What follows belongs to an exercise in optimizing a design on an open flow for small area; a production flow would make more cautious choices.
In this exercise RTL edits were held to simulation tests only and were not proved equivalent to the original.
Power is estimated from default activity; no workload was simulated.

==> design/flow/design.v <==
`default_nettype none
package tlb_addr_pkg;
    typedef logic [20+12-1:0] linear_addr_t;
    typedef logic [20+12-1:0] phys_addr_t;
    typedef logic [20-1:0] page_num_t;
    typedef logic [12-1:0] page_offset_t;
endpackage
`default_nettype wire
`default_nettype none
package tlb_entry_pkg;
    typedef logic [43:0] tlb_entry_t;
    typedef logic [5-1:0] entry_idx_t;
    typedef logic [32-1:0] entry_mask_t;
    typedef logic [32-2:0] plru_tree_t;
endpackage
`default_nettype wire
`timescale 1ns/1ps
`default_nettype none
module tlb_slot (
    input  wire                         clk,
    input  wire                         rst_n,
    input  wire logic                   we,
    input  wire tlb_addr_pkg::page_num_t     write_vpage,
    input  wire tlb_addr_pkg::page_num_t     write_ppage,
    input  wire logic                   write_combined_rw,
    input  wire logic                   write_combined_su,
    input  wire logic                   rw,
    input  wire logic                   translate_do,
    input  wire tlb_addr_pkg::page_num_t     page,
    input  wire logic                   flush_single_do,
    input  wire tlb_addr_pkg::page_num_t     flush_page,
    input  wire logic                   flush_all_do,
    output logic                        hit,
    output logic                        valid,
    output tlb_addr_pkg::page_num_t     ppage,
    output logic                        prw,
    output logic                        psu,
    output logic                        dirty
);
    tlb_addr_pkg::page_num_t vpage;
    logic                    flush_hit;
    logic                    stale;
    assign hit       = translate_do && valid && (vpage == page);
    assign flush_hit = flush_single_do && valid && (vpage == flush_page);
    assign stale     = hit && rw && !dirty;
    always_ff @(posedge clk) begin
        if (!rst_n) begin
            valid <= 1'b0;
        end else if (flush_all_do || flush_hit || stale) begin
            valid <= 1'b0;
        end else if (we) begin
            valid <= 1'b1;
        end
    end
    always_ff @(posedge clk) begin
        if (we) begin
            vpage <= write_vpage;
            ppage <= write_ppage;
            prw   <= write_combined_rw;
            psu   <= write_combined_su;
            dirty <= rw;
        end
    end
endmodule
module tlb_entry_array (
    input  wire                         clk,
    input  wire                         rst_n,
    input  wire tlb_entry_pkg::entry_mask_t  write_mask,
    input  wire tlb_addr_pkg::linear_addr_t  write_linear,
    input  wire tlb_addr_pkg::phys_addr_t    write_physical,
    input  wire logic                   write_combined_rw,
    input  wire logic                   write_combined_su,
    input  wire logic                   rw,
    input  wire logic                   translate_do,
    input  wire tlb_addr_pkg::linear_addr_t  translate_linear,
    input  wire logic                   flush_single_do,
    input  wire tlb_addr_pkg::linear_addr_t  flush_single_linear,
    input  wire logic                   flush_all_do,
    output logic [32-1:0][20-1:0] ppage,
    output tlb_entry_pkg::entry_mask_t  rw_vec,
    output tlb_entry_pkg::entry_mask_t  su_vec,
    output tlb_entry_pkg::entry_mask_t  dirty_vec,
    output tlb_entry_pkg::entry_mask_t  valid_vec,
    output tlb_entry_pkg::entry_mask_t  hit_mask
);
    for (genvar i = 0; i < 32; i++) begin : g_entry
        tlb_slot u_slot (
            .clk               (clk),
            .rst_n             (rst_n),
            .we                (write_mask[i]),
            .write_vpage       (write_linear[12 +: 20]),
            .write_ppage       (write_physical[12 +: 20]),
            .write_combined_rw (write_combined_rw),
            .write_combined_su (write_combined_su),
            .rw                (rw),
            .translate_do      (translate_do),
            .page              (translate_linear[12 +: 20]),
            .flush_single_do   (flush_single_do),
            .flush_page        (flush_single_linear[12 +: 20]),
            .flush_all_do      (flush_all_do),
            .hit               (hit_mask[i]),
            .valid             (valid_vec[i]),
            .ppage             (ppage[i]),
            .prw               (rw_vec[i]),
            .psu               (su_vec[i]),
            .dirty             (dirty_vec[i])
        );
    end
endmodule
`default_nettype wire
`timescale 1ns/1ps
`default_nettype none
module tlb_lookup (
    input  wire logic                   rw,
    input  wire tlb_addr_pkg::linear_addr_t  translate_linear,
    input  wire logic [32-1:0][20-1:0] ppage,
    input  wire tlb_entry_pkg::entry_mask_t  rw_vec,
    input  wire tlb_entry_pkg::entry_mask_t  su_vec,
    input  wire tlb_entry_pkg::entry_mask_t  dirty_vec,
    input  wire tlb_entry_pkg::entry_mask_t  hit_mask,
    output logic                        translate_valid,
    output logic                        translate_combined_rw,
    output logic                        translate_combined_su,
    output tlb_addr_pkg::phys_addr_t    translate_physical
);
    tlb_addr_pkg::page_num_t    page;
    tlb_addr_pkg::page_num_t    sel_ppage;
    logic                       sel_rw;
    logic                       sel_su;
    logic                       sel_dirty;
    logic                       hit_any;
    assign page = translate_linear[12 +: 20];
    always_comb begin
        sel_ppage = '0;
        for (int i = 0; i < 32; i++) begin
            sel_ppage = sel_ppage | (ppage[i] & {20{hit_mask[i]}});
        end
    end
    assign sel_rw    = |(rw_vec & hit_mask);
    assign sel_su    = |(su_vec & hit_mask);
    assign sel_dirty = |(dirty_vec & hit_mask);
    assign hit_any   = |hit_mask;
    assign translate_valid = hit_any && (!rw || sel_dirty);
    assign translate_physical[12-1:0] = translate_linear[12-1:0];
    assign translate_physical[12 +: 20] =
        translate_valid ? sel_ppage : page;
    assign translate_combined_rw = sel_rw;
    assign translate_combined_su = sel_su;
endmodule
`default_nettype wire
`timescale 1ns/1ps
`default_nettype none
module tlb_replace (
    input  wire                         clk,
    input  wire                         rst_n,
    input  wire logic                   write_do,
    input  wire logic                   flush_all_do,
    input  wire tlb_entry_pkg::entry_mask_t  valid_vec,
    input  wire tlb_entry_pkg::entry_mask_t  hit_mask,
    output tlb_entry_pkg::entry_mask_t  write_mask
);
    localparam int N = 32;
    tlb_entry_pkg::plru_tree_t   tree;
    tlb_entry_pkg::plru_tree_t   tree_next;
    tlb_entry_pkg::entry_mask_t  free_mask;
    tlb_entry_pkg::entry_mask_t  victim_mask;
    tlb_entry_pkg::entry_mask_t  sel_mask;
    tlb_entry_pkg::entry_mask_t  touch_mask;
    logic [2*N-2:0]              vic_node;
    logic [2*N-2:0]              any_w;
    logic [2*N-2:0]              any_h;
    logic [2*N-2:0]              any_t;
    logic                        full;
    assign full = &valid_vec;
    always_comb begin
        logic seen;
        seen = 1'b0;
        for (int i = 0; i < N; i++) begin
            free_mask[i] = !valid_vec[i] && !seen;
            seen = seen || !valid_vec[i];
        end
    end
    always_comb begin
        vic_node[0] = 1'b1;
        for (int n = 0; n < N-1; n++) begin
            vic_node[2*n+1] = vic_node[n] &&  tree[n];
            vic_node[2*n+2] = vic_node[n] && !tree[n];
        end
        victim_mask = vic_node[2*N-2:N-1];
    end
    assign sel_mask   = full ? victim_mask : free_mask;
    assign write_mask = write_do ? sel_mask : '0;
    always_comb begin
        any_w[2*N-2:N-1] = write_mask;
        any_h[2*N-2:N-1] = hit_mask;
        for (int n = N-2; n >= 0; n--) begin
            any_w[n] = any_w[2*n+1] || any_w[2*n+2];
            any_h[n] = any_h[2*n+1] || any_h[2*n+2];
        end
    end
    always_comb begin
        any_t[0] = any_w[0] || any_h[0];
        for (int n = 0; n < N-1; n++) begin
            any_t[2*n+1] = any_t[n] && (any_w[2*n+1] || any_h[2*n+1]);
            any_t[2*n+2] = any_t[n] && !(any_w[2*n+1] || any_h[2*n+1]);
        end
    end
    always_comb begin
        for (int n = 0; n < N-1; n++) begin
            tree_next[n] = any_t[n] ? any_t[2*n+2] : tree[n];
        end
    end
    always_ff @(posedge clk) begin
        if (!rst_n) begin
            tree <= '0;
        end else if (flush_all_do) begin
            tree <= '0;
        end else begin
            tree <= tree_next;
        end
    end
endmodule
`default_nettype wire
`timescale 1ns/1ps
`default_nettype none
module tlb_top (
    input  wire                         clk,
    input  wire                         rst_n,
    input  wire logic                   translate_do,
    input  wire tlb_addr_pkg::linear_addr_t  translate_linear,
    input  wire logic                   rw,
    input  wire logic                   write_do,
    input  wire tlb_addr_pkg::linear_addr_t  write_linear,
    input  wire tlb_addr_pkg::phys_addr_t    write_physical,
    input  wire logic                   write_combined_rw,
    input  wire logic                   write_combined_su,
    input  wire logic                   flush_single_do,
    input  wire tlb_addr_pkg::linear_addr_t  flush_single_linear,
    input  wire logic                   flush_all_do,
    output logic                        translate_valid,
    output tlb_addr_pkg::phys_addr_t    translate_physical,
    output logic                        translate_combined_rw,
    output logic                        translate_combined_su
);
    logic [32-1:0][20-1:0] ppage;
    tlb_entry_pkg::entry_mask_t  rw_vec;
    tlb_entry_pkg::entry_mask_t  su_vec;
    tlb_entry_pkg::entry_mask_t  dirty_vec;
    tlb_entry_pkg::entry_mask_t  valid_vec;
    tlb_entry_pkg::entry_mask_t  hit_mask;
    tlb_entry_pkg::entry_mask_t  write_mask;
    tlb_entry_array u_entry_array (
        .clk                 (clk),
        .rst_n               (rst_n),
        .write_mask          (write_mask),
        .write_linear        (write_linear),
        .write_physical      (write_physical),
        .write_combined_rw   (write_combined_rw),
        .write_combined_su   (write_combined_su),
        .rw                  (rw),
        .translate_do        (translate_do),
        .translate_linear    (translate_linear),
        .flush_single_do     (flush_single_do),
        .flush_single_linear (flush_single_linear),
        .flush_all_do        (flush_all_do),
        .ppage               (ppage),
        .rw_vec              (rw_vec),
        .su_vec              (su_vec),
        .dirty_vec           (dirty_vec),
        .valid_vec           (valid_vec),
        .hit_mask            (hit_mask)
    );
    tlb_lookup u_lookup (
        .rw                    (rw),
        .translate_linear      (translate_linear),
        .ppage                 (ppage),
        .rw_vec                (rw_vec),
        .su_vec                (su_vec),
        .dirty_vec             (dirty_vec),
        .hit_mask              (hit_mask),
        .translate_valid       (translate_valid),
        .translate_combined_rw (translate_combined_rw),
        .translate_combined_su (translate_combined_su),
        .translate_physical    (translate_physical)
    );
    tlb_replace u_replace (
        .clk          (clk),
        .rst_n        (rst_n),
        .write_do     (write_do),
        .flush_all_do (flush_all_do),
        .valid_vec    (valid_vec),
        .hit_mask     (hit_mask),
        .write_mask   (write_mask)
    );
endmodule
`default_nettype wire
==> design/flow/run.sh <==
#!/bin/bash
# synth_recipe.tcl (not shown) runs the flow's synth.tcl, then flattens the netlist and writes it again
# the make line also repeats each setting of config.mk as NAME=value (left out here)
make -C /OpenROAD-flow-scripts/flow DESIGN_CONFIG=/design/flow/config.mk WORK_HOME=/design/flow/orfs CLKGATE_MAP_FILE= SYNTH_SCRIPT=/design/flow/synth_recipe.tcl finish
==> design/flow/config.mk <==
export PLATFORM = sky130hd
export DESIGN_NAME = tlb_top
export DESIGN_NICKNAME = tlb_top
export VERILOG_FILES = /design/flow/design.v
export SDC_FILE = /design/flow/constraint.sdc
export NUM_CORES = 4
export LEC_CHECK = 0
export CAP_MARGIN = 20
export CORE_MARGIN = 2
export CORE_UTILIZATION = 30
export CTS_CLUSTER_DIAMETER = 80
export CTS_CLUSTER_SIZE = 22
export SLEW_MARGIN = 20
export SYNTH_HIERARCHICAL = 1
==> design/flow/constraint.sdc <==
create_clock -name core_clock -period 10.0 [get_ports {clk}]
set_input_delay 2.0000 -clock core_clock [delete_from_list [all_inputs] [get_ports {clk}]]
set_output_delay 2.0000 -clock core_clock [all_outputs]
set_load 0.01 [all_outputs]
==> results of run 1 <==
-- layout by cell type (no fill, tap or decap), types with 63 or more instances in the layout --
master / synthesis / final
edfxtp_1: 1376 / 1376
xnor2_1: 768 / 768
xor2_1: 512 / 512
nand4_1: 294 / 294
a22oi_1: 203 / 203
nor4_1: 183 / 182
buf_4: 17 / 166
nand3_1: 104 / 104
a22o_1: 83 / 82
clkbuf_16: 0 / 79
inv_1: 76 / 76
a221oi_1: 69 / 69
dfxtp_1: 63 / 63
-- power by group through the flow --
stage	sequential [W]	clock, W	combinational (W)
global route	0.00662	0.00372	0.000767
detailed placement	0.00675	0	0.000725
floorplan	0.00675	0	0.000261
global placement	0.00675	0	0.000721
CTS	0.00662	0.00354	0.000728
finish	0.00662	0.00351	0.000747
-- modules after synthesis (local to each module, per instance), excerpt --
module	cell area [µm²]	times used	flip-flops and latches	cells inside
tlb_slot	1780	32	44	102
tlb_lookup	4460	1	0	592
tlb_replace	3160	1	31	430
-- per-stage QoR --
step / hold WS [ps] / cells / worst slack, ps
after floorplan: 439 / 4286 / 3130
final: 494 / 7414 / 1330
after CTS: 490 / 7407 / 1440
after detailed placement: 477 / 7296 / 1450
after global routing: 517 / 7407 / 1310
after global placement: 462 / 7296 / 1480
-- flip-flops by register name (all words and copies together) (netlist names) --
signal                              cells
u_entry_array.g_entry.u_slot.vpage    640
u_entry_array.g_entry.u_slot.dirty     32
u_entry_array.g_entry.u_slot.ppage    640
u_entry_array.g_entry.u_slot.valid     32
u_entry_array.g_entry.u_slot.prw       32
u_replace.tree                         31
u_entry_array.g_entry.u_slot.psu       32
-- path summary, 6_finish.rpt --
path         cells after the start                                          startpoint                                             to  slack [ps]
max                             13                                translate_linear[12]                         translate_physical[14]        1330
min                              2                     u_replace.tree[20]$_SDFFE_PP0P_                u_replace.tree[20]$_SDFFE_PP0P_         490
min reg2reg                      2                     u_replace.tree[20]$_SDFFE_PP0P_                u_replace.tree[20]$_SDFFE_PP0P_         490
max reg2reg                      6  u_entry_array.g_entry[8].u_slot.valid$_SDFFE_PP0P_  u_entry_array.g_entry[0].u_slot.psu$_DFFE_PP_        5040
-- cells by family (layout without fill, tap and decap cells) --
family                    Yosys count  count (layout)  synth area share (%)
DFF                              1439            1439                  66.0
xor gates and xnor gates         1280            1280                  17.4
and+or+nand+nor                   829             829                  8.16
AOI/OAI and AO/OA                 537             537                  6.72
buffers and inverters             174             457                  1.31
muxes                              27              27                 0.475
other                               0               7                     0
-- cells in the mapped netlist, drive strengths merged, types with 31 or more instances --
cell type	instances	share of area, %
edfxtp	1376	64
nand4	297	2.9
a22o	83	1.1
o211ai	34	0.40
nand3	105	0.82
a221oi	83	1.3
a311oi	34	0.46
buf	73	0.73
dfxtp	63	2.0
nor4	219	2.5
xor2	512	6.9
nand2	40	0.23
nor2	46	0.27
or4	31	0.37
xnor2	768	10
inv	76	0.44
a22oi	203	2.4
-- tightest hold or removal path, stage by stage (launching register included) --
cell	delay, ps
dfxtp_1	340
nand2_1	60
mux2i_1	60
-- final cells by class --
type	count	area (µm²)
clock inverters	13	164
fillers	20589	142000
repair buffers	270	2060
diodes	7	17.5
multi-input cells	2673	21700
well taps	2838	3550
flip-flops and latches	1439	42600
inverters	76	285
clock buffers	98	2050
-- layer usage --
metal / part of all wire, % / track usage [%] / up-vias
met3: 11 / 4.08 / 579
met4: 4.4 / 8.90 / 14
li1: - / - / 17196
met2: 44 / 33.8 / 2943
met1: 40 / 30.6 / 22327
met5: 0.032 / 0 / -
==> impl_results.md, run 1 <==
* Layout cell share with drive strength beyond 1 at 9.81%
* Via count at 43059
* Crit. End Element: output pin
* Synthesized Nets at 4423
* Finished Cell Area at 72400 µm²
* Final period util at 86.7%
* Max Cap Viol at 0
* NetSw at 0.00258 W
* Number of synthesized flops with an enable pin at 1376
* Pwr Total at 0.0109 W
* Crit-path most repeated cell: nand4_1
* Req. time, crit path at 8000 ps
* Delay-heaviest family, CP: buffers and inverters
* Crit start category: input pin
* Post-CTS setup buffers at 0
* Longest Clk Path Bufs at 3
* Initial Util at 30.1%
* I/O pin count at 172
* Worst-Margin Slew at 1320 ps
* Largest net degree at the start of global routing at 65
* Row count at 170
* PortBufs at 111
* Gr ovfl total at 0
* Fin. max-slew vios at 0
* Initial antenna violation count at 13
* Sequential share of power at 60.8%
* RSZ-0062 raised after global routing: false
* Cell internal pwr at 0.00829 W
* Clk Latency, worst-skew pair at 750 ps
* Clk slew on worst S/H paths at 90 ps
* Gr usage total at 22.0%
* Static Leakage at 22.1 nW
* DR iter-0 viols at 6857
* Synth Flop Type: edfxtp_1
* CTS root buffer: clkbuf_16
* Max_slew headroom at 11.7%
* CTS Sinks at 1439
* Critical path fanouts, max at 15
* Clk pwr share at 32.3%
* Placeable Area at 214000 µm²
* Outcome: timing/DRC/antenna clean
* Net Sw Frac at 23.7%
* Die X at 468 µm
* Worst VDD drop at 129 µV
* Post-route ant nets at 0
* DP Wirelength at 136 mm
* Vias in the first global route at 40766
* PD cells at 150 nW/µm²
* WP data arrival at 6670 ps
* CP Cell Sequence: buf_2 -> buf_12 -> xor2_1 -> nor4_1 -> nand4_1 -> nor4_4 -> a22oi_1 -> nand4_1 -> nor3_1 -> a41oi_4 -> buf_4 -> mux2_2 -> clkdlybuf4s50_1
* Synthesized area per cell at 15.1 µm²
* Setup Viol. Count Final at 0
* Netlist Area Pre-Place at 64500 µm²
* Slowest CP cell: nor4_4
* Max Freq at 115 MHz
* Area Overhead vs Synth at 12.2%
* CP bufs+invs at 4
* Drt drc at 0
* First-pass GRT wire length at 336 mm
* Post-layout min period at 8670 ps
* Detailed Route WL at 250 mm
* CTS-repair resized insts at 0
* Gpl congestion at 0.992
* Yosys reg bits at 1439
* Critical path type: in -> out
* WL/cell at 33.7 µm
* CTS Hold Bufs at 0
* Slowest Stage Delay on Critical Path at 800 ps
* Total CTS buffers at 77
* Yosys warns at 9
* Post-Synthesis Cells at 4286
* Hold Violations, Final at 0
* Setup tns final at 0 ps
* Clk_skew at 34.1 ps
* Yosys cell types at 83
* CTS tree: built
* DR pass1 iterations at 6
* NumNets Final at 4674
* Hold WC Path Type: reg -> reg
* Final core occ at 33.8%
* CTS H-tree lvls at 3
* Comb power frac at 6.9%
* Die ar. at 219000 µm²
* Vias per inst at 5.81
* Die Y at 468 µm
* Placement Cell Area at 70200 µm²
* FFs w/ async S/R, synth at 0%
* Sequential-to-total area share from yosys stat at 66.0%
==> run 2, diff against run 1 <==
--- a/design/flow/design.v
+++ b/design/flow/design.v
@@ -111,4 +111,11 @@
 `timescale 1ns/1ps
 `default_nettype none
+module tlb_select_bit (
+    input  wire tlb_entry_pkg::entry_mask_t  sel,
+    input  wire tlb_entry_pkg::entry_mask_t  data,
+    output logic                        out
+);
+    assign out = |(sel & data);
+endmodule
 module tlb_lookup (
     input  wire logic                   rw,
@@ -126,25 +133,22 @@
     tlb_addr_pkg::page_num_t    page;
     tlb_addr_pkg::page_num_t    sel_ppage;
-    logic                       sel_rw;
-    logic                       sel_su;
     logic                       sel_dirty;
     logic                       hit_any;
     assign page = translate_linear[12 +: 20];
-    always_comb begin
-        sel_ppage = '0;
-        for (int i = 0; i < 32; i++) begin
-            sel_ppage = sel_ppage | (ppage[i] & {20{hit_mask[i]}});
-        end
-    end
-    assign sel_rw    = |(rw_vec & hit_mask);
-    assign sel_su    = |(su_vec & hit_mask);
-    assign sel_dirty = |(dirty_vec & hit_mask);
-    assign hit_any   = |hit_mask;
+    for (genvar b = 0; b < 20; b++) begin : g_ppage
+        tlb_entry_pkg::entry_mask_t column;
+        for (genvar i = 0; i < 32; i++) begin : g_slot
+            assign column[i] = ppage[i][b];
+        end
+        tlb_select_bit u_sel (.sel(hit_mask), .data(column), .out(sel_ppage[b]));
+    end
+    tlb_select_bit u_sel_rw    (.sel(hit_mask), .data(rw_vec),    .out(translate_combined_rw));
+    tlb_select_bit u_sel_su    (.sel(hit_mask), .data(su_vec),    .out(translate_combined_su));
+    tlb_select_bit u_sel_dirty (.sel(hit_mask), .data(dirty_vec), .out(sel_dirty));
+    assign hit_any = |hit_mask;
     assign translate_valid = hit_any && (!rw || sel_dirty);
     assign translate_physical[12-1:0] = translate_linear[12-1:0];
     assign translate_physical[12 +: 20] =
         translate_valid ? sel_ppage : page;
-    assign translate_combined_rw = sel_rw;
-    assign translate_combined_su = sel_su;
 endmodule
 `default_nettype wire
@@ -168,7 +172,6 @@
     tlb_entry_pkg::entry_mask_t  touch_mask;
     logic [2*N-2:0]              vic_node;
-    logic [2*N-2:0]              any_w;
-    logic [2*N-2:0]              any_h;
-    logic [2*N-2:0]              any_t;
+    logic [2*N-2:0]              any_m;
+    logic [N-2:0]                on_path;
     logic                        full;
     assign full = &valid_vec;
@@ -192,21 +195,19 @@
     assign write_mask = write_do ? sel_mask : '0;
     always_comb begin
-        any_w[2*N-2:N-1] = write_mask;
-        any_h[2*N-2:N-1] = hit_mask;
+        any_m[2*N-2:N-1] = write_mask | hit_mask;
         for (int n = N-2; n >= 0; n--) begin
-            any_w[n] = any_w[2*n+1] || any_w[2*n+2];
-            any_h[n] = any_h[2*n+1] || any_h[2*n+2];
-        end
-    end
-    always_comb begin
-        any_t[0] = any_w[0] || any_h[0];
+            any_m[n] = any_m[2*n+1] || any_m[2*n+2];
+        end
+    end
+    always_comb begin
+        on_path[0] = any_m[0];
+        for (int n = 0; n < N/2-1; n++) begin
+            on_path[2*n+1] = on_path[n] &&  any_m[2*n+1];
+            on_path[2*n+2] = on_path[n] && !any_m[2*n+1];
+        end
+    end
+    always_comb begin
         for (int n = 0; n < N-1; n++) begin
-            any_t[2*n+1] = any_t[n] && (any_w[2*n+1] || any_h[2*n+1]);
-            any_t[2*n+2] = any_t[n] && !(any_w[2*n+1] || any_h[2*n+1]);
-        end
-    end
-    always_comb begin
-        for (int n = 0; n < N-1; n++) begin
-            tree_next[n] = any_t[n] ? any_t[2*n+2] : tree[n];
+            tree_next[n] = on_path[n] ? !any_m[2*n+1] : tree[n];
         end
     end
==> design/flow/flow/run.sh (new file) <==
#!/bin/bash
# The standard layout, with a clock tree of smaller clkbuf_8 leaf buffers in
# clusters of at most 15 sinks and no dummy loads.
set -euo pipefail
export CTS_ARGS="-sink_clustering_enable -repair_clock_nets -dont_use_dummy_load -sink_clustering_size 15 -sink_clustering_max_diameter 70 -buf_list sky130_fd_sc_hd__clkbuf_8"
bash standard.sh > standard.log 2>&1
==> design/flow/standard.sh (new file) <==
#!/bin/bash
# synth_recipe.tcl (not shown) runs the flow's synth.tcl, then flattens the netlist and writes it again
# the make line also repeats each setting of config.mk as NAME=value (left out here)
make -C /OpenROAD-flow-scripts/flow DESIGN_CONFIG=/design/flow/config.mk WORK_HOME=/design/flow/orfs CLKGATE_MAP_FILE= SYNTH_SCRIPT=/design/flow/synth_recipe.tcl "${@:-finish}"
--- a/design/flow/config.mk
+++ b/design/flow/config.mk
@@ -9,6 +9,4 @@
 export CORE_MARGIN = 2
 export CORE_UTILIZATION = 30
-export CTS_CLUSTER_DIAMETER = 80
-export CTS_CLUSTER_SIZE = 22
 export SLEW_MARGIN = 20
 export SYNTH_HIERARCHICAL = 1
removed: design/flow/run.sh
==> run 2 against run 1 <==
Register-to-register slack gained 530 ps. Power shrank 5.9%. Still clean on timing, DRC and antenna. Global-route usage shrank 1.5 points. Sequential cell count is the same. Final cell count shrank 0.30%.
==> impl_results.md, run 2 <==
* Most frequent cell after synthesis: edfxtp_1
* Total CTS buffers at 110
* Fin. max-slew vios at 0
* Placement Cell Area at 70000 µm²
* Drt drc at 0
* Clk_skew at 60.0 ps
* Final cell count without fillers at 7392
* Max Cap Viol at 0
* DR pass1 iterations at 28
* Placeable Area at 212000 µm²
* Synthesized Nets at 4345
* Yosys warns at 8
* Synth Flop Type: edfxtp_1
* Yosys reg bits at 1439
* Crit. End Element: output pin
* Yosys cell types at 75
* Critical path type: in -> out
* Gr ovfl total at 0
* Die Y at 466 µm
* CTS Hold Bufs at 0
* Most frequent cells in the layout: edfxtp_1, xnor2_1, xor2_1, nand4_1, a22oi_1
* Vias in the first global route at 40315
* Gr usage total at 20.6%
* DP Wirelength at 130 mm
* Sequential-to-total area share from yosys stat at 66.6%
* WP data arrival at 6620 ps
* Setup tns final at 0 ps
* CTS-repair resized insts at 0
* Area Overhead vs Synth at 11.8%
* Netlist Area Pre-Place at 64000 µm²
* Layout fillers at 20524
* FFs w/ async S/R, synth at 0%
* NumNets Final at 4703
* First-pass GRT wire length at 315 mm
* Die X at 466 µm
* Synthesized area per cell at 15.2 µm²
* Number of synthesized flops with an enable pin at 1376
* Layout cell share with drive strength beyond 1 at 10.6%
* Outcome: timing/DRC/antenna clean
* Max_slew headroom at 24.2%
* RSZ-0062 raised after global routing: false
* Row count at 169
* Critical path fanouts, max at 19
* Setup Viol. Count Final at 0
* I/O pin count at 172
* Ranking of synthesized cells by area: edfxtp_1, xnor2_1, xor2_1
* DR iter-0 viols at 6353
* Initial Util at 30.2%
* Worst-Margin Slew at 1140 ps
* CTS root buffer: clkbuf_8
* WL/cell at 31.2 µm
* Crit start category: input pin
* R2R setup slack at 5570 ps
* Post-synth top area share at 64.6%
* Gpl congestion at 0.964
* Via count at 41730
* Area leader, netlist: edfxtp_1
* CP Cell Sequence: buf_2 -> buf_4 -> xor2_1 -> nor4_1 -> nand4_1 -> nor4_4 -> buf_4 -> a22oi_1 -> nand4_1 -> or4_1 -> mux2_2 -> clkdlybuf4s50_1
* Slowest Stage Delay on Critical Path at 760 ps
* Max Freq at 116 MHz
* Slowest CP cell: nor4_4
* Commonest non-fill, non-tap cell in the layout: edfxtp_1
* Post-Synthesis Cells at 4208
* CTS Sinks at 1439
* Post-layout min period at 8620 ps
* Longest Clk Path Bufs at 3
* CTS tree: built
* PortBufs at 111
* Post-CTS setup buffers at 0
* Post-route ant nets at 0
* Static Leakage at 21.5 nW
* Hold WC Path Type: reg -> reg
* Detailed Route WL at 230 mm
* PD cells at 143 nW/µm²
* Final core occ at 33.7%
* Req. time, crit path at 8000 ps
* Hold Violations, Final at 0
* Worst VDD drop at 112 µV
* Clk slew on worst S/H paths at 100 ps
* Clk Latency, worst-skew pair at 890 ps
* Finished Cell Area at 71500 µm²
* Post-Place Cells at 7275
* Final period util at 86.2%
* Largest regs: u_entry_array.g_entry.u_slot.ppage: 640 flops, u_entry_array.g_entry.u_slot.vpage: 640 flops
* Top cells by count, synth: edfxtp_1, xnor2_1, xor2_1
* Die ar. at 217000 µm²
* Largest net degree at the start of global routing at 63
* Initial antenna violation count at 15
* Vias per inst at 5.65
* CTS H-tree lvls at 3
[run 2: cell count changes in the layout (fill, tap and decap cells not counted), moves of 23 or more]
cell,delta
nand3_1,-81
a22oi_2,+23
clkbuf_8,+110
nand4_1,+70
a221oi_1,-69
clkbuf_16,-79
a22oi_1,+142
a22o_1,-82
[run 2: final timing paths]
path,from,end,cells after the start
max reg2reg,u_entry_array.g_entry[11].u_slot.valid$_SDFFE_PP0P_,u_entry_array.g_entry[10].u_slot.ppage[0]$_DFFE_PP_,6
max,translate_linear[31],translate_physical[28],12
min,u_replace.tree[10]$_SDFFE_PP0P_,u_replace.tree[10]$_SDFFE_PP0P_,2
min reg2reg,u_replace.tree[10]$_SDFFE_PP0P_,u_replace.tree[10]$_SDFFE_PP0P_,2
[run 2: cell families after synthesis]
logic type	share of synthesized area, %
compound gates	6.62
xor+xnor	17.5
buf+inv	0.775
flops	66.6
mux	0.399
simple gates	8.12
[run 2: Yosys stat by module (local to each module, per instance), excerpt]
module	times used	flops+latches	cells inside
tlb_slot	32	44	102
tlb_select_bit	23	0	21
tlb_replace	1	31	414
tlb_lookup	1	0	47
[run 2: worst max-delay path: cells and delay by family]
kind / cells / cell delay, ps
buffers and inverters: 4 / 2110
AO/OA/AOI/OAI: 1 / 140
XOR/XNOR: 1 / 80
AND/OR/NAND/NOR: 5 / 1920
multiplexers: 1 / 280
[run 2: layout make-up]
type                       count  area (µm²)  share of cell area, %
tap                         2821        3530                   4.94
inverter                      82         308                  0.430
timing repair buffer         275        2070                   2.89
clock buffer                 110        1510                   2.12
sequential                  1439       42600                   59.5
multi-input combinational   2658       21500                   30.1
antenna                        7        17.5                 0.0245
[run 2: per-stage QoR]
stage / worst slack (ps) / hold WS [ps] / total power (W)
3_5_place_dp: 1470 / 468 / 0.00749
4_1_cts: 1460 / 484 / 0.0103
2_1_floorplan: 2440 / 441 / 0.00701
5_1_grt: 1310 / 509 / 0.0105
3_3_place_gp: 1470 / 455 / 0.00748
6_report: 1380 / 488 / 0.0102
[run 2: where the power goes]
part           internal (W)  leakage, nW  switching [W]
combinational      0.000210         7.78       0.000545
clock              0.000978        0.791        0.00189
sequential          0.00660         12.9     0.00000881
[run 2: routing by layer]
layer,track usage (%),vias up,wire [µm]
met3,3.40,439,23100
met4,6.77,6,8730
met5,0,-,40
li1,-,17163,-
met1,29.6,21601,97600
met2,31.5,2521,101000
==> run 3, diff against run 2 <==
--- a/design/flow/design.v
+++ b/design/flow/design.v
@@ -167,31 +167,27 @@
     tlb_entry_pkg::plru_tree_t   tree;
     tlb_entry_pkg::plru_tree_t   tree_next;
-    tlb_entry_pkg::entry_mask_t  free_mask;
-    tlb_entry_pkg::entry_mask_t  victim_mask;
-    tlb_entry_pkg::entry_mask_t  sel_mask;
     tlb_entry_pkg::entry_mask_t  touch_mask;
-    logic [2*N-2:0]              vic_node;
+    logic [2*N-2:0]              all_valid;
+    logic [2*N-2:0]              go_node;
+    logic [N-2:0]                go_lower;
     logic [2*N-2:0]              any_m;
     logic [N-2:0]                on_path;
     logic                        full;
-    assign full = &valid_vec;
-    always_comb begin
-        logic seen;
-        seen = 1'b0;
-        for (int i = 0; i < N; i++) begin
-            free_mask[i] = !valid_vec[i] && !seen;
-            seen = seen || !valid_vec[i];
-        end
-    end
-    always_comb begin
-        vic_node[0] = 1'b1;
+    always_comb begin
+        all_valid[2*N-2:N-1] = valid_vec;
+        for (int n = N-2; n >= 0; n--) begin
+            all_valid[n] = all_valid[2*n+1] && all_valid[2*n+2];
+        end
+    end
+    assign full = all_valid[0];
+    always_comb begin
+        go_node[0] = write_do;
         for (int n = 0; n < N-1; n++) begin
-            vic_node[2*n+1] = vic_node[n] &&  tree[n];
-            vic_node[2*n+2] = vic_node[n] && !tree[n];
-        end
-        victim_mask = vic_node[2*N-2:N-1];
-    end
-    assign sel_mask   = full ? victim_mask : free_mask;
-    assign write_mask = write_do ? sel_mask : '0;
+            go_lower[n]       = full ? tree[n] : !all_valid[2*n+1];
+            go_node[2*n+1] = go_node[n] &&  go_lower[n];
+            go_node[2*n+2] = go_node[n] && !go_lower[n];
+        end
+        write_mask = go_node[2*N-2:N-1];
+    end
     always_comb begin
         any_m[2*N-2:N-1] = write_mask | hit_mask;
==> design/flow/flow/run.sh (replaced) <==
#!/bin/bash
# The standard layout, with buf_4 as the port buffers and a clock tree of
# clkbuf_8 leaf buffers in clusters of at most 15 sinks, with no dummy loads.
set -euo pipefail
export BUFFER_PORTS_ARGS="-buffer_cell sky130_fd_sc_hd__buf_4"
export CTS_ARGS="-sink_clustering_enable -repair_clock_nets -dont_use_dummy_load -sink_clustering_size 15 -sink_clustering_max_diameter 70 -buf_list sky130_fd_sc_hd__clkbuf_8"
bash standard.sh > standard.log 2>&1
--- a/design/flow/config.mk
+++ b/design/flow/config.mk
@@ -9,4 +9,5 @@
 export CORE_MARGIN = 2
 export CORE_UTILIZATION = 30
+export PLACE_DENSITY = 0.9
 export SLEW_MARGIN = 20
 export SYNTH_HIERARCHICAL = 1
==> run 3 against run 2 <==
Largest power group unchanged. Clock skew rose by 35 ps. Power fell by 1.4%. Highest routed layer unchanged. First-iteration DRC count rose by 48%. Sequential power barely moved. Synthesized cell count fell by 1.1%. Combinational power fell by 3.0%.
==> impl_results.md, run 3 <==
* Outcome: timing/DRC/antenna clean
* Most frequent cells in the layout: edfxtp_1, xnor2_1, xor2_1, nand4_1, a22oi_1
* Post-layout min period at 8290 ps
* Max_slew headroom at 13.4%
* Placeable Area at 212000 µm²
* Fin. max-slew vios at 0
* Netlist Area Pre-Place at 63900 µm²
* Setup tns final at 0 ps
* Yosys reg bits at 1439
* CTS Hold Bufs at 0
* Post-Place Cells at 7142
* CTS H-tree lvls at 3
* Vias in the first global route at 42440
* Sequential-to-total area share from yosys stat at 66.7%
* Die X at 465 µm
* Detailed Route WL at 216 mm
* WP data arrival at 6290 ps
* First-pass GRT wire length at 299 mm
* Net Sw Frac at 23.3%
* Clk pwr share at 27.3%
* Vias per inst at 6.04
* Hold Violations, Final at 0
* Comb power frac at 7.2%
* Area leader, netlist: edfxtp_1
* I/O pin count at 172
* Top cells by count, synth: edfxtp_1, xnor2_1, xor2_1
* Initial Util at 30.1%
* Die Y at 465 µm
* WL/cell at 29.7 µm
* Crit start category: input pin
* Post-CTS setup buffers at 0
* Post-route ant nets at 0
* NumNets Final at 4566
* PD cells at 143 nW/µm²
* Clk Latency, worst-skew pair at 870 ps
* Die ar. at 217000 µm²
* Via count at 43891
* Critical path fanouts, max at 27
* Max Cap Viol at 0
* Area Overhead vs Synth at 10.6%
* Clk_skew at 95.2 ps
* Worst-Margin Slew at 1290 ps
* Hold WC Path Type: reg -> reg
* Drt drc at 0
* Final cell count without fillers at 7265
* Row count at 169
* Number of synthesized flops with an enable pin at 1376
* Slowest Stage Delay on Critical Path at 720 ps
* Min Hold Slack at 491 ps
* Clk slew on worst S/H paths at 110 ps
* Post-Synthesis Cells at 4160
* Largest net degree at the start of global routing at 66
* CTS Sinks at 1439
* Crit. End Element: output pin
* Worst VDD drop at 155 µV
* Layout cell share with drive strength beyond 1 at 9.94%
* Total CTS buffers at 106
* Setup Viol. Count Final at 0
* CTS root buffer: clkbuf_8
* Req. time, crit path at 8000 ps
* DR iter-0 viols at 9392
* Pwr Total at 0.0101 W
* Largest regs: u_entry_array.g_entry.u_slot.ppage: 640 flops, u_entry_array.g_entry.u_slot.vpage: 640 flops
* Ranking of synthesized cells by area: edfxtp_1, xnor2_1, xor2_1
* CP Cell Sequence: buf_4 -> buf_4 -> xnor2_1 -> nand4_1 -> nor4_4 -> buf_4 -> a22oi_1 -> nand4_1 -> or4_1 -> o22ai_2 -> buf_4 -> mux2_2 -> buf_4
* Final period util at 82.9%
* DR pass1 iterations at 7
* FFs w/ async S/R, synth at 0%
* Static Leakage at 21.1 nW
* Synthesized area per cell at 15.4 µm²
* Gr ovfl total at 0
* CTS-repair resized insts at 0
* DP Wirelength at 117 mm
* Slowest CP cell: or4_1
* NetSw at 0.00236 W
* Layout fillers at 19805
* Synthesized Nets at 4297
* PortBufs at 111
* Gpl congestion at 0.949
* RSZ-0062 raised after global routing: false
* Yosys cell types at 84
* Cell internal pwr at 0.00774 W
* Max Freq at 121 MHz
* Longest Clk Path Bufs at 3
* Sequential share of power at 65.5%
* Commonest non-fill, non-tap cell in the layout: edfxtp_1
* Synth Flop Type: edfxtp_1
* Initial antenna violation count at 24
* Crit-path most repeated cell: buf_4
* CTS tree: built
* Gr usage total at 19.0%
* Post-synth top area share at 64.7%
* Yosys warns at 8
* Critical path type: in -> out
* Most frequent cell after synthesis: edfxtp_1
[run 3: modules after synthesis, one instance, submodules excluded, excerpt]
module,flip-flops and latches,cells,area (µm²),times used
tlb_lookup,0,47,420,1
tlb_select_bit,0,21,158,23
tlb_slot,44,102,1780,32
tlb_replace,31,366,2880,1
[run 3: critical path, delay by kind of cell]
kind            cells  cell delay [ps]
buf+inv             5             1900
simple gates        4             1210
compound gates      2              570
mux                 1              460
xor+xnor            1               90
[run 3: power by group through the flow]
stage                     Combinational (W)  Clock [W]  Sequential [W]
final                              0.000732    0.00275         0.00661
after CTS                          0.000689    0.00272         0.00661
after global placement             0.000664          0         0.00675
after detailed placement           0.000685          0         0.00675
after floorplan                    0.000256          0         0.00675
after global routing               0.000733    0.00292         0.00661
[run 3: layout make-up]
cell class	count	area [µm²]	share of cell area (%)
clock buffers	106	1460	2.07
well taps	2821	3530	5.00
inverters	81	304	0.430
multi-input cells	2614	21300	30.2
repair buffers	187	1400	1.99
flip-flops and latches	1439	42600	60.3
diodes	17	42.5	0.0602
[run 3: worst paths after layout]
path / from / end / slack [ps] / cells after the start
setup / recovery: translate_linear[20] / translate_physical[28] / 1710 / 13
hold / removal: u_replace.tree[30]$_SDFFE_PP0P_ / u_replace.tree[30]$_SDFFE_PP0P_ / 490 / 2
setup reg to reg: u_entry_array.g_entry[24].u_slot.valid$_SDFFE_PP0P_ / u_entry_array.g_entry[12].u_slot.valid$_SDFFE_PP0P_ / 5320 / 9
hold reg to reg: u_replace.tree[30]$_SDFFE_PP0P_ / u_replace.tree[30]$_SDFFE_PP0P_ / 490 / 2
[run 3: logic make-up after synthesis]
family | synth area share (%)
muxes | 0.496
and+or+nand+nor | 7.58
buffers and inverters | 0.770
xor gates and xnor gates | 17.6
AOI/OAI and AO/OA | 6.92
DFF | 66.7
[run 3: through the flow]
step	utilization, %	setup WS, ps	area, µm²
floorplan	-	2420	63900
global placement	32.6	1990	69100
detailed placement	32.6	1920	69100
CTS	33.3	1920	70600
global route	33.3	1770	70600
finish	33.3	1710	70600
[run 3: metal layers]
layer	vias up	track usage, %	share of wire (%)	routed length [µm]
li1	16801	-	-	-
met1	21351	24.2	34	72500
met2	4771	27.7	42	90200
met3	941	7.84	19	40700
met4	27	9.32	5.7	12400
met5	-	0.176	0.11	244
==> run 4, diff against run 3 <==
--- a/design/flow/design.v
+++ b/design/flow/design.v
@@ -17,4 +17,13 @@
 `timescale 1ns/1ps
 `default_nettype none
+module tlb_eq_bit (
+    input  wire logic a,
+    input  wire logic a_n,
+    input  wire logic b,
+    input  wire logic b_n,
+    output logic      eq
+);
+    assign eq = !((a || b) && (a_n || b_n));
+endmodule
 module tlb_slot (
     input  wire                         clk,
@@ -28,6 +37,8 @@
     input  wire logic                   translate_do,
     input  wire tlb_addr_pkg::page_num_t     page,
+    input  wire tlb_addr_pkg::page_num_t     page_n,
     input  wire logic                   flush_single_do,
     input  wire tlb_addr_pkg::page_num_t     flush_page,
+    input  wire tlb_addr_pkg::page_num_t     flush_page_n,
     input  wire logic                   flush_all_do,
     output logic                        hit,
@@ -39,8 +50,24 @@
 );
     tlb_addr_pkg::page_num_t vpage;
+    tlb_addr_pkg::page_num_t vpage_n;
+    tlb_addr_pkg::page_num_t page_eq;
+    tlb_addr_pkg::page_num_t flush_eq;
     logic                    flush_hit;
     logic                    stale;
-    assign hit       = translate_do && valid && (vpage == page);
-    assign flush_hit = flush_single_do && valid && (vpage == flush_page);
+    assign vpage_n = ~vpage;
+    for (genvar b = 0; b < 20; b++) begin : g_cmp
+        tlb_eq_bit u_page (
+            .a (vpage[b]), .a_n (vpage_n[b]),
+            .b (page[b]),  .b_n (page_n[b]),
+            .eq(page_eq[b])
+        );
+        tlb_eq_bit u_flush (
+            .a (vpage[b]),      .a_n (vpage_n[b]),
+            .b (flush_page[b]), .b_n (flush_page_n[b]),
+            .eq(flush_eq[b])
+        );
+    end
+    assign hit       = translate_do && valid && (&page_eq);
+    assign flush_hit = flush_single_do && valid && (&flush_eq);
     assign stale     = hit && rw && !dirty;
     always_ff @(posedge clk) begin
@@ -84,4 +111,12 @@
     output tlb_entry_pkg::entry_mask_t  hit_mask
 );
+    tlb_addr_pkg::page_num_t page;
+    tlb_addr_pkg::page_num_t page_n;
+    tlb_addr_pkg::page_num_t flush_page;
+    tlb_addr_pkg::page_num_t flush_page_n;
+    assign page         = translate_linear[12 +: 20];
+    assign page_n       = ~page;
+    assign flush_page   = flush_single_linear[12 +: 20];
+    assign flush_page_n = ~flush_page;
     for (genvar i = 0; i < 32; i++) begin : g_entry
         tlb_slot u_slot (
@@ -95,7 +130,9 @@
             .rw                (rw),
             .translate_do      (translate_do),
-            .page              (translate_linear[12 +: 20]),
+            .page              (page),
+            .page_n            (page_n),
             .flush_single_do   (flush_single_do),
-            .flush_page        (flush_single_linear[12 +: 20]),
+            .flush_page        (flush_page),
+            .flush_page_n      (flush_page_n),
             .flush_all_do      (flush_all_do),
             .hit               (hit_mask[i]),
@@ -111,4 +148,18 @@
 `timescale 1ns/1ps
 `default_nettype none
+module tlb_select3_n (
+    input  wire logic [2:0] sel,
+    input  wire logic [2:0] data,
+    output logic            out_n
+);
+    assign out_n = !(|(sel & data));
+endmodule
+module tlb_select2_n (
+    input  wire logic [1:0] sel,
+    input  wire logic [1:0] data,
+    output logic            out_n
+);
+    assign out_n = !(|(sel & data));
+endmodule
 module tlb_select_bit (
     input  wire tlb_entry_pkg::entry_mask_t  sel,
@@ -116,5 +167,19 @@
     output logic                        out
 );
-    assign out = |(sel & data);
+    localparam int G = 32 / 3;
+    logic [G:0] group_n;
+    for (genvar g = 0; g < G; g++) begin : g_group
+        tlb_select3_n u_group (
+            .sel   (sel[3*g +: 3]),
+            .data  (data[3*g +: 3]),
+            .out_n (group_n[g])
+        );
+    end
+    tlb_select2_n u_last (
+        .sel   (sel[32-1 -: 2]),
+        .data  (data[32-1 -: 2]),
+        .out_n (group_n[G])
+    );
+    assign out = !(&group_n);
 endmodule
 module tlb_lookup (
==> run 4 against run 3 <==
Still clean. Non-clock buffer count rose by 63. Register-to-register slack got worse by 170 ps. Clock power rose by 1%. Setup slack got worse by 1300 ps. Wire length rose by 14%. Power fell by 0.42%. Design area fell by 0.72%. Final cell count rose by 9.0%. Maximum frequency fell by 14%. Global-route usage rose by 2.6 points. Clock-buffer cell count did not move. Largest cell class unchanged. Largest power group unchanged.
==> impl_results.md, run 4 <==
* Outcome: timing/DRC/antenna clean
* Die Y at 462 µm
* Critical path fanouts, max at 34
* Post-Synthesis Cells at 4766
* Area of the multi-input gates at 17800 µm²
* Most frequent cells in the layout: edfxtp_1, o22ai_1, inv_1, nand4_1, buf_4
* Fin. max-slew vios at 0
* Vias in the first global route at 50011
* FFs w/ async S/R, synth at 0%
* CTS tree: built
* Max Cap Viol at 0
* CTS Sinks at 1439
* Layout fillers at 19694
* Detailed Route WL at 246 mm
* Post-route ant nets at 0
* Crit. End Element: output pin
* Synthesized Nets at 4903
* Total CTS buffers at 106
* Req. time, crit path at 8000 ps
* Row count at 168
* Synth Flop Type: edfxtp_1
* Sequential-to-total area share from yosys stat at 67.7%
* Pre-CTS WS at 1440 ps
* First-pass GRT wire length at 339 mm
* Top cells by count, synth: edfxtp_1, o22ai_1, inv_1
* Commonest non-fill, non-tap cell in the layout: edfxtp_1
* Most frequent cell after synthesis: edfxtp_1
* Final Worst Setup Slack at 391 ps
* Setup tns final at 0 ps
* Critical path type: in -> out
* Drt drc at 0
* Largest regs: u_entry_array.g_entry.u_slot.ppage: 640 flops, u_entry_array.g_entry.u_slot.vpage: 640 flops
* Post-CTS setup buffers at 0
* DR iter-0 viols at 16377
* Vias per inst at 6.87
* Max Freq at 104 MHz
* Gr usage total at 21.6%
* CTS Hold Bufs at 0
* Reg area at 42600 µm²
* Worst-Margin Slew at 1280 ps
* Clk_skew at 94.2 ps
* Ranking of synthesized cells by area: edfxtp_1, o22ai_1, inv_1
* Setup Viol. Count Final at 0
* PortBufs at 111
* Area leader, netlist: edfxtp_1
* Gr ovfl total at 0
* Worst VDD drop at 109 µV
* I/O pin count at 172
* DR pass1 iterations at 22
* Post-synth top area share at 65.7%
* Hold WC Path Type: reg -> reg
* Yosys cell types at 81
* Post-layout min period at 9610 ps
* Yosys reg bits at 1439
* DP Wirelength at 145 mm
* Placeable Area at 209000 µm²
* Final period util at 96.1%
* NumNets Final at 5235
* Area Overhead vs Synth at 11.4%
* Yosys warns at 8
* R2R setup slack at 5150 ps
* WL/cell at 31.0 µm
* PD cells at 143 nW/µm²
* Clk slew on worst S/H paths at 110 ps
* Synthesized area per cell at 13.2 µm²
* Via count at 54416
* Netlist Area Pre-Place at 62900 µm²
* CTS-repair resized insts at 0
* Static Leakage at 23.0 nW
* Initial antenna violation count at 29
* Clk Latency, worst-skew pair at 910 ps
* Longest Clk Path Bufs at 3
* CTS root buffer: clkbuf_8
* Number of synthesized flops with an enable pin at 1376
* WP data arrival at 7610 ps
* RSZ-0062 raised after global routing: false
* Initial Util at 30.1%
* Die X at 462 µm
* Crit start category: input pin
* Largest net degree at the start of global routing at 66
* Layout cell share with drive strength beyond 1 at 9.85%
* CTS H-tree lvls at 3
* Gpl congestion at 1.04
* Hold Violations, Final at 0
* Pwr Total at 0.0101 W
* Max_slew headroom at 14.2%
* Die ar. at 213000 µm²
run 4: cell count changes after synthesis, sizes merged:
cell	change
or4	+41
a222oi	+230
nor4	-192
nand4	+18
o22ai	+1280
a22oi	-345
xor2	-512
inv	+680
or3	+23
xnor2	-768
nor3	+64
nand3	+23
nand2	+64
run 4: report_power, final:
| group | switching, W | internal (W) |
|---|---|---|
| clock network | 0.00185 | 0.000945 |
| logic | 0.000486 | 0.000163 |
| registers | 0.00000897 | 0.00660 |
| total | 0.00234 | 0.00771 |
run 4: cell families (layout without fill, tap and decap cells):
logic type	Yosys count	count (layout)	share of synthesized area (%)
AND/OR/NAND/NOR	781	781	7.69
AO/OA/AOI/OAI	1730	1730	19.3
other	0	21	0
multiplexers	29	29	0.503
flip-flops	1439	1439	67.7
buffers and inverters	787	1117	4.84
run 4: critical path: stages:
cell and delay [ps]:
buf_4 440, clkinv_1 1100, buf_4 540, o22ai_1 150, nand4_1 500, or4_1 960
nor3_4 280, buf_4 330, a222oi_1 110, nand3_1 90, or3_1 150, o22ai_4 140
buf_12 210, mux2_2 370, buf_4 170
run 4: final cells by class:
cell class,count,area share [%]
antenna,21,0.0749
sequential,1439,60.7
inverter,761,4.07
tap,2805,5.00
multi-input combinational,2540,25.3
clock buffer,106,2.08
timing repair buffer,250,2.73
run 4: worst paths after layout:
check / end / depth (start not counted) / from
worst max register to register: u_entry_array.g_entry[6].u_slot.valid$_SDFFE_PP0P_ / 8 / u_entry_array.g_entry[25].u_slot.valid$_SDFFE_PP0P_
worst min-delay path: u_replace.tree[17]$_SDFFE_PP0P_ / 2 / u_replace.tree[17]$_SDFFE_PP0P_
worst min register to register: u_replace.tree[17]$_SDFFE_PP0P_ / 2 / u_replace.tree[17]$_SDFFE_PP0P_
worst max-delay path: translate_physical[20] / 15 / translate_linear[27]
run 4: Yosys stat by module (local to each module, per instance), a selection:
| module | area [µm²] | flops+latches |
|---|---|---|
| tlb_entry_array | 150 | 0 |
| tlb_select_bit | 23.8 | 0 |
| tlb_select2_n | 12.5 | 0 |
| tlb_select3_n | 10.0 | 0 |
| tlb_lookup | 420 | 0 |
| tlb_eq_bit | 6.26 | 0 |
| tlb_slot | 1510 | 44 |
| tlb_replace | 2880 | 31 |
run 4: stage by stage:
step,area (µm²),std cells,hold WS (ps),utilization (%)
floorplan,62900,4766,435,-
global placement,68600,7793,447,32.8
detailed placement,68600,7793,468,32.8
CTS,70000,7899,484,33.5
global route,70100,7906,500,33.5
finish,70100,7922,482,33.6
run 4: per-layer routing:
| metal | track usage [%] | routed length [µm] |
|---|---|---|
| met5 | 1.29 | 632 |
| met4 | 14.6 | 22600 |
| met3 | 10.4 | 48600 |
| met2 | 31.4 | 101000 |
| met1 | 25.1 | 73300 |
==> run 5, diff against run 4 <==
--- a/design/flow/design.v
+++ b/design/flow/design.v
@@ -220,4 +220,58 @@
 `timescale 1ns/1ps
 `default_nettype none
+module tlb_plru_node (
+    input  wire logic full,
+    input  wire logic clr,
+    input  wire logic tree_q,
+    input  wire logic go,
+    input  wire logic on,
+    input  wire logic allv_l,
+    input  wire logic allv_r,
+    input  wire logic m_l,
+    input  wire logic m_r,
+    output logic      allv,
+    output logic      go_l,
+    output logic      go_r,
+    output logic      m,
+    output logic      on_l,
+    output logic      on_r,
+    output logic      tree_d
+);
+    logic go_lower;
+    assign allv     = allv_l && allv_r;
+    assign go_lower = full ? tree_q : !allv_l;
+    assign go_l     = go && go_lower;
+    assign go_r     = go && !go_lower;
+    assign m        = m_l || m_r;
+    assign on_l     = on && m_l;
+    assign on_r     = on && !m_l;
+    assign tree_d   = !clr && (on ? !m_l : tree_q);
+endmodule
+module tlb_plru_leaf (
+    input  wire logic full,
+    input  wire logic clr,
+    input  wire logic tree_q,
+    input  wire logic go,
+    input  wire logic on,
+    input  wire logic valid_l,
+    input  wire logic valid_r,
+    input  wire logic hit_l,
+    input  wire logic hit_r,
+    output logic      allv,
+    output logic      we_l,
+    output logic      we_r,
+    output logic      m,
+    output logic      tree_d
+);
+    logic go_lower;
+    logic m_l;
+    assign allv     = valid_l && valid_r;
+    assign go_lower = full ? tree_q : !valid_l;
+    assign we_l     = go && go_lower;
+    assign we_r     = go && !go_lower;
+    assign m_l      = we_l || hit_l;
+    assign m        = m_l || we_r || hit_r;
+    assign tree_d   = !clr && (on ? !m_l : tree_q);
+endmodule
 module tlb_replace (
     input  wire                         clk,
@@ -232,53 +286,55 @@
     tlb_entry_pkg::plru_tree_t   tree;
     tlb_entry_pkg::plru_tree_t   tree_next;
-    tlb_entry_pkg::entry_mask_t  touch_mask;
-    logic [2*N-2:0]              all_valid;
-    logic [2*N-2:0]              go_node;
-    logic [N-2:0]                go_lower;
-    logic [2*N-2:0]              any_m;
+    logic [N-2:0]                all_valid;
+    logic [N-2:0]                go_node;
+    logic [N-2:0]                any_m;
     logic [N-2:0]                on_path;
     logic                        full;
-    always_comb begin
-        all_valid[2*N-2:N-1] = valid_vec;
-        for (int n = N-2; n >= 0; n--) begin
-            all_valid[n] = all_valid[2*n+1] && all_valid[2*n+2];
-        end
-    end
-    assign full = all_valid[0];
-    always_comb begin
-        go_node[0] = write_do;
-        for (int n = 0; n < N-1; n++) begin
-            go_lower[n]       = full ? tree[n] : !all_valid[2*n+1];
-            go_node[2*n+1] = go_node[n] &&  go_lower[n];
-            go_node[2*n+2] = go_node[n] && !go_lower[n];
-        end
-        write_mask = go_node[2*N-2:N-1];
-    end
-    always_comb begin
-        any_m[2*N-2:N-1] = write_mask | hit_mask;
-        for (int n = N-2; n >= 0; n--) begin
-            any_m[n] = any_m[2*n+1] || any_m[2*n+2];
-        end
-    end
-    always_comb begin
-        on_path[0] = any_m[0];
-        for (int n = 0; n < N/2-1; n++) begin
-            on_path[2*n+1] = on_path[n] &&  any_m[2*n+1];
-            on_path[2*n+2] = on_path[n] && !any_m[2*n+1];
-        end
-    end
-    always_comb begin
-        for (int n = 0; n < N-1; n++) begin
-            tree_next[n] = on_path[n] ? !any_m[2*n+1] : tree[n];
-        end
+    logic                        clr;
+    assign full       = all_valid[0];
+    assign clr        = !rst_n || flush_all_do;
+    assign go_node[0] = write_do;
+    assign on_path[0] = any_m[1] || any_m[2];
+    for (genvar n = 0; n < N/2-1; n++) begin : g_node
+        tlb_plru_node u_node (
+            .full   (full),
+            .clr    (clr),
+            .tree_q (tree[n]),
+            .go     (go_node[n]),
+            .on     (on_path[n]),
+            .allv_l (all_valid[2*n+1]),
+            .allv_r (all_valid[2*n+2]),
+            .m_l    (any_m[2*n+1]),
+            .m_r    (any_m[2*n+2]),
+            .allv   (all_valid[n]),
+            .go_l   (go_node[2*n+1]),
+            .go_r   (go_node[2*n+2]),
+            .m      (any_m[n]),
+            .on_l   (on_path[2*n+1]),
+            .on_r   (on_path[2*n+2]),
+            .tree_d (tree_next[n])
+        );
+    end
+    for (genvar n = N/2-1; n < N-1; n++) begin : g_leaf
+        localparam int S = 2*n+1-(N-1);
+        tlb_plru_leaf u_leaf (
+            .full    (full),
+            .clr     (clr),
+            .tree_q  (tree[n]),
+            .go      (go_node[n]),
+            .on      (on_path[n]),
+            .valid_l (valid_vec[S]),
+            .valid_r (valid_vec[S+1]),
+            .hit_l   (hit_mask[S]),
+            .hit_r   (hit_mask[S+1]),
+            .allv    (all_valid[n]),
+            .we_l    (write_mask[S]),
+            .we_r    (write_mask[S+1]),
+            .m       (any_m[n]),
+            .tree_d  (tree_next[n])
+        );
     end
     always_ff @(posedge clk) begin
-        if (!rst_n) begin
-            tree <= '0;
-        end else if (flush_all_do) begin
-            tree <= '0;
-        end else begin
-            tree <= tree_next;
-        end
+        tree <= tree_next;
     end
 endmodule
==> run 5 against run 4 <==
Worst hold slack improved by 13 ps. Synthesized cell count decreased by 0.84%. Global-route usage fell by 0.84 points. Area after synthesis is 0.59% lower. Sequential power is essentially flat. Register-to-register slack got worse by 1400 ps. Clock power is essentially flat. Setup slack improved by 610 ps. Via count decreased by 2.5%. Sequential share of layout area rose by 0.57 points.
==> impl_results.md, run 5 <==
* Commonest non-fill, non-tap cell in the layout: edfxtp_1
* DP Wirelength at 141 mm
* Gr usage total at 20.8%
* CP Cell Sequence: buf_4 -> inv_1 -> buf_4 -> o22ai_1 -> nand4_1 -> or4_1 -> nor3_4 -> buf_4 -> nor4_1 -> nand4_1 -> o22ai_4 -> buf_12 -> mux2_1 -> buf_4
* Crit-path most repeated cell: buf_4
* Die ar. at 212000 µm²
* Busiest grt layer: met2
* Post-route ant nets at 0
* Initial antenna violation count at 32
* Longest Clk Path Bufs at 3
* Die X at 461 µm
* CTS Sinks at 1439
* Area Overhead vs Synth at 11.1%
* Hold WC Path Type: reg -> reg
* Synthesized Nets at 4863
* CTS-repair resized insts at 0
* Hold Violations, Final at 0
* DR iter-0 viols at 15573
* Crit. End Element: output pin
* Post-Synthesis Cells at 4726
* Outcome: timing/DRC/antenna clean
* Setup tns final at 0 ps
* Vias per inst at 6.76
* Final period util at 89.9%
* Netlist Area Pre-Place at 62500 µm²
* Max Freq at 111 MHz
* CTS root buffer: clkbuf_8
* CTS Hold Bufs at 0
* Vias in the first global route at 48639
* Slowest Stage Delay on Critical Path at 720 ps
* Worst VDD drop at 100 µV
* Finished Cell Area at 69500 µm²
* Clk slew on worst S/H paths at 100 ps
* Detailed Route WL at 237 mm
* Met2 Usage GRT at 30.0%
* Post-layout min period at 8990 ps
* Layout cell share with drive strength beyond 1 at 9.56%
* Final core occ at 33.6%
* Via count at 53045
* Routing usage on met1 at 24.5%
* Die Y at 461 µm
* Synthesized area per cell at 13.2 µm²
* Post-CTS setup buffers at 0
* Yosys warns at 8
* Drt drc at 0
* Min Hold Slack at 496 ps
* Row count at 167
* Critical path type: in -> out
* Routing usage on met3 at 9.72%
* PortBufs at 111
* Gpl congestion at 1.01
* Largest regs: u_entry_array.g_entry.u_slot.ppage: 640 flops, u_entry_array.g_entry.u_slot.vpage: 640 flops
* Slowest CP cell: or4_1
* Final cell count without fillers at 7845
* CTS tree: built
* WP data arrival at 6990 ps
* First-pass GRT wire length at 326 mm
* PD cells at 144 nW/µm²
* Max_slew headroom at 16.1%
* Critical path fanouts, max at 35
* Clk_skew at 124 ps
* Initial Util at 30.2%
* RSZ-0062 raised after global routing: false
* Largest net degree at the start of global routing at 66
* Total CTS buffers at 105
* DR pass1 iterations at 22
* Post-Place Cells at 7722
* Setup Viol. Count Final at 0
* Static Leakage at 23.0 nW
* Placement Cell Area at 67900 µm²
* Gr ovfl total at 0
* Placeable Area at 207000 µm²
* I/O pin count at 172
* Fin. max-slew vios at 0
* Max Cap Viol at 0
* NumNets Final at 5180
* Worst-Margin Slew at 1260 ps
* Clk Latency, worst-skew pair at 930 ps
* Req. time, crit path at 8000 ps
* Crit start category: input pin
* CTS H-tree lvls at 3
* Most frequent cells in the layout: edfxtp_1, o22ai_1, inv_1, nand4_1, a222oi_1
* WL/cell at 30.2 µm
* R2R setup slack at 3800 ps
[run 5: path summary, 6_finish.rpt]
| path | startpoint | endpoint | cells after the start |
|---|---|---|---|
| worst max-delay path | translate_linear[15] | translate_physical[18] | 14 |
| worst min-delay path | u_entry_array.g_entry[7].u_slot.dirty$_DFFE_PP_ | u_entry_array.g_entry[7].u_slot.valid$_SDFFE_PP0P_ | 2 |
| worst max register to register | u_entry_array.g_entry[21].u_slot.valid$_SDFFE_PP0P_ | u_replace.tree[17]$_DFF_P_ | 22 |
| worst min register to register | u_entry_array.g_entry[7].u_slot.dirty$_DFFE_PP_ | u_entry_array.g_entry[7].u_slot.valid$_SDFFE_PP0P_ | 2 |
[run 5: per-layer routing]
metal	part of all wire [%]	wire, µm	vias up
li1	-	-	20470
met1	30	70700	24583
met2	41	96800	6357
met3	20	46900	1571
met4	9.0	21400	64
met5	0.37	884	-
[run 5: critical path, delay by kind of cell]
kind                   cells  cell delay, ps
AOI/OAI and AO/OA          2             460
and+or+nand+nor            5            1480
buffers and inverters      6            2580
muxes                      1             400
[run 5: final cells by class]
cell class / instances / area (µm²)
fill: 19329 / 138000
sequential: 1439 / 42600
multi-input combinational: 2527 / 17400
tap: 2788 / 3490
inverter: 746 / 2800
timing repair buffer: 224 / 1730
clock buffer: 105 / 1450
antenna: 16 / 40.0
[run 5: report_power, final]
group / switching [W] / total, W / internal [W]
clock network: 0.00184 / 0.00277 / 0.000936
registers: 0.00000971 / 0.00661 / 0.00660
logic: 0.000480 / 0.000642 / 0.000162
[run 5: metrics by stage]
step,power [W],setup slack [ps]
after floorplan,0.00699,2520
after global placement,0.00732,1370
after detailed placement,0.00734,1350
after CTS,0.00993,1330
after global routing,0.0102,1190
final,0.0100,1010
==> run 6, diff against run 5 <==
==> design/flow/flow/run.sh (replaced) <==
#!/bin/bash
# The standard layout, with buf_4 as the port buffers and a clock tree of
# clkbuf_8 leaf buffers in clusters of at most 14 sinks, with no dummy loads.
set -euo pipefail
export BUFFER_PORTS_ARGS="-buffer_cell sky130_fd_sc_hd__buf_4"
export CTS_ARGS="-sink_clustering_enable -repair_clock_nets -dont_use_dummy_load -sink_clustering_size 14 -sink_clustering_max_diameter 60 -buf_list sky130_fd_sc_hd__clkbuf_8"
bash standard.sh > standard.log 2>&1
==> run 6 against run 5 <==
Clock skew up 2.3 ps. First-iteration DRC count up 4.5%. Clock power is 3% higher. Maximum frequency down 0.28%. Setup slack worse by 26 ps. Sequential cell count is the same. Combinational power barely moved. Via count increased by 0.55%. Wire length increased by 0.29%. Critical path type unchanged. Highest routed layer unchanged.
==> impl_results.md, run 6 <==
* PD cells at 145 nW/µm²
* CTS Hold Bufs at 0
* Largest regs: u_entry_array.g_entry.u_slot.ppage: 640 flops, u_entry_array.g_entry.u_slot.vpage: 640 flops
* Gr ovfl total at 0
* Req. time, crit path at 8000 ps
* Area Overhead vs Synth at 11.3%
* Die Y at 461 µm
* Gpl congestion at 1.01
* Critical path fanouts, max at 34
* Crit. End Element: output pin
* Pwr Total at 0.0101 W
* Max Cap Viol at 0
* DR iter-0 viols at 16276
* Yosys warns at 8
* Synthesized Nets at 4863
* Vias in the first global route at 48853
* Clk Latency, worst-skew pair at 900 ps
* I/O pin count at 172
* Post-Synthesis Cells at 4726
* Hold WC Path Type: reg -> reg
* Hold Violations, Final at 0
* Worst VDD drop at 98.4 µV
* Setup tns final at 0 ps
* Max_slew headroom at 18.9%
* Die X at 461 µm
* Detailed Route WL at 237 mm
* Static Leakage at 23.1 nW
* DP Wirelength at 141 mm
* Via count at 53337
* Post-layout min period at 9020 ps
* Layout cell share with drive strength beyond 1 at 9.72%
* RSZ-0062 raised after global routing: false
* Drt drc at 0
* WP data arrival at 7020 ps
* Clk_skew at 127 ps
* PortBufs at 111
* Total CTS buffers at 114
* Critical path type: in -> out
* CTS tree: built
* Setup Viol. Count Final at 0
* Max Freq at 111 MHz
* Longest Clk Path Bufs at 3
* Largest net degree at the start of global routing at 66
* Commonest non-fill, non-tap cell in the layout: edfxtp_1
* Initial antenna violation count at 26
* First-pass GRT wire length at 328 mm
* Placeable Area at 207000 µm²
* Post-CTS setup buffers at 0
* Netlist Area Pre-Place at 62500 µm²
* Fin. max-slew vios at 0
* Most frequent cells in the layout: edfxtp_1, o22ai_1, inv_1, nand4_1, a222oi_1
* WL/cell at 30.2 µm
* NumNets Final at 5189
* CTS H-tree lvls at 3
* Post-route ant nets at 0
* CTS-repair resized insts at 0
* Initial Util at 30.2%
* Worst-Margin Slew at 1220 ps
* DR pass1 iterations at 23
* CTS root buffer: clkbuf_8
* Final period util at 90.2%
* Clk slew on worst S/H paths at 100 ps
* Gr usage total at 20.9%
* Outcome: timing/DRC/antenna clean
* Crit start category: input pin
* CTS Sinks at 1439
* Die ar. at 212000 µm²
* Vias per inst at 6.78
* Synthesized area per cell at 13.2 µm²
* Row count at 167
[run 6: final timing paths]
kind | startpoint | to | slack [ps] | cells past startpoint
hold reg to reg | u_replace.tree[13]$_DFF_P_ | u_replace.tree[13]$_DFF_P_ | 500 | 2
hold / removal | u_replace.tree[13]$_DFF_P_ | u_replace.tree[13]$_DFF_P_ | 500 | 2
setup / recovery | translate_linear[15] | translate_physical[18] | 980 | 14
setup reg to reg | u_entry_array.g_entry[21].u_slot.valid$_SDFFE_PP0P_ | u_replace.tree[17]$_DFF_P_ | 3830 | 22
[run 6: layout make-up]
type / instances / area, µm²
fillers: 19345 / 137000
repair buffers: 224 / 1730
multi-input cells: 2527 / 17400
diodes: 25 / 62.6
inverters: 746 / 2800
clock buffers: 114 / 1570
well taps: 2788 / 3490
flip-flops and latches: 1439 / 42600
[run 6: metrics by stage]
| step | utilization (%) | hold WS [ps] | instance area, µm² | setup WS, ps | cells |
|---|---|---|---|---|---|
| floorplan | - | 468 | 62500 | 2520 | 4726 |
| global placement | 32.8 | 475 | 67900 | 1370 | 7722 |
| detailed placement | 32.8 | 483 | 67900 | 1350 | 7722 |
| CTS | 33.6 | 500 | 69500 | 1330 | 7836 |
| global route | 33.6 | 511 | 69600 | 1110 | 7842 |
| finish | 33.6 | 501 | 69600 | 980 | 7863 |
[run 6: power by group]
part / switching, W / internal [W] / total (W)
registers: 0.0000102 / 0.00660 / 0.00661
logic: 0.000479 / 0.000162 / 0.000642
clock network: 0.00185 / 0.00101 / 0.00286
total: 0.00234 / 0.00778 / 0.0101
[run 6: per-layer routing]
layer  wire length [µm]  track usage, %  vias up
li1                   -               -    20476
met3              46100            9.65     1642
met2              97600            30.5     6494
met5                964           0.941        -
met4              21500            13.7       51
met1              71300            24.6    24674
[run 6: critical path, stage by stage]
cell,delay [ps]
buf_4,300
inv_1,820
buf_4,400
o22ai_1,160
nand4_1,150
or4_1,380
nor3_4,60
a222oi_1,600
nand4_1,210
or3_1,440
o22ai_4,590
buf_12,240
mux2_1,430
buf_4,180

## re-timing with driven ports
How much do the figures lean on ideal ports? The routed layouts below were timed once more, with nothing changed but the port constraints. Step 1 (the two cells are an assumption about what drives the block):
set clk [get_ports {clk}]
set_driving_cell -lib_cell sky130_fd_sc_hd__clkbuf_16 $clk
set_driving_cell -lib_cell sky130_fd_sc_hd__buf_2 [delete_from_list [all_inputs] $clk]
Step 2 times the ports against the registers' clock, not the clock port: input delays grow and output delays shrink by t, the midpoint of the rising clock arrivals with the driver on. Slacks: ideal ports / drivers / drivers and shift; pairs: ideal ports / drivers.
run | shift t [ns] | setup slack, ns | latest minus earliest clock arrival (ns)
run 1 | 0.821 | 1.333 / 1.301 / 1.301 | 0.039 / 0.040
run 2 | 0.934 | 1.381 / 1.350 / 1.350 | 0.060 / 0.061
run 3 | 0.910 | 1.706 / 1.667 / 1.667 | 0.096 / 0.095
run 4 | 0.956 | 0.391 / 0.357 / 0.357 | 0.114 / 0.114
run 5 | 0.945 | 1.005 / 0.971 / 0.971 | 0.125 / 0.124
run 6 | 0.926 | 0.980 / 0.951 / 0.951 | 0.153 / 0.154
After both steps every run listed still meets setup and hold. For run 3, which loses most, drivers alone change the setup slack by -0.039 ns; drivers and shift together by -0.039 ns.
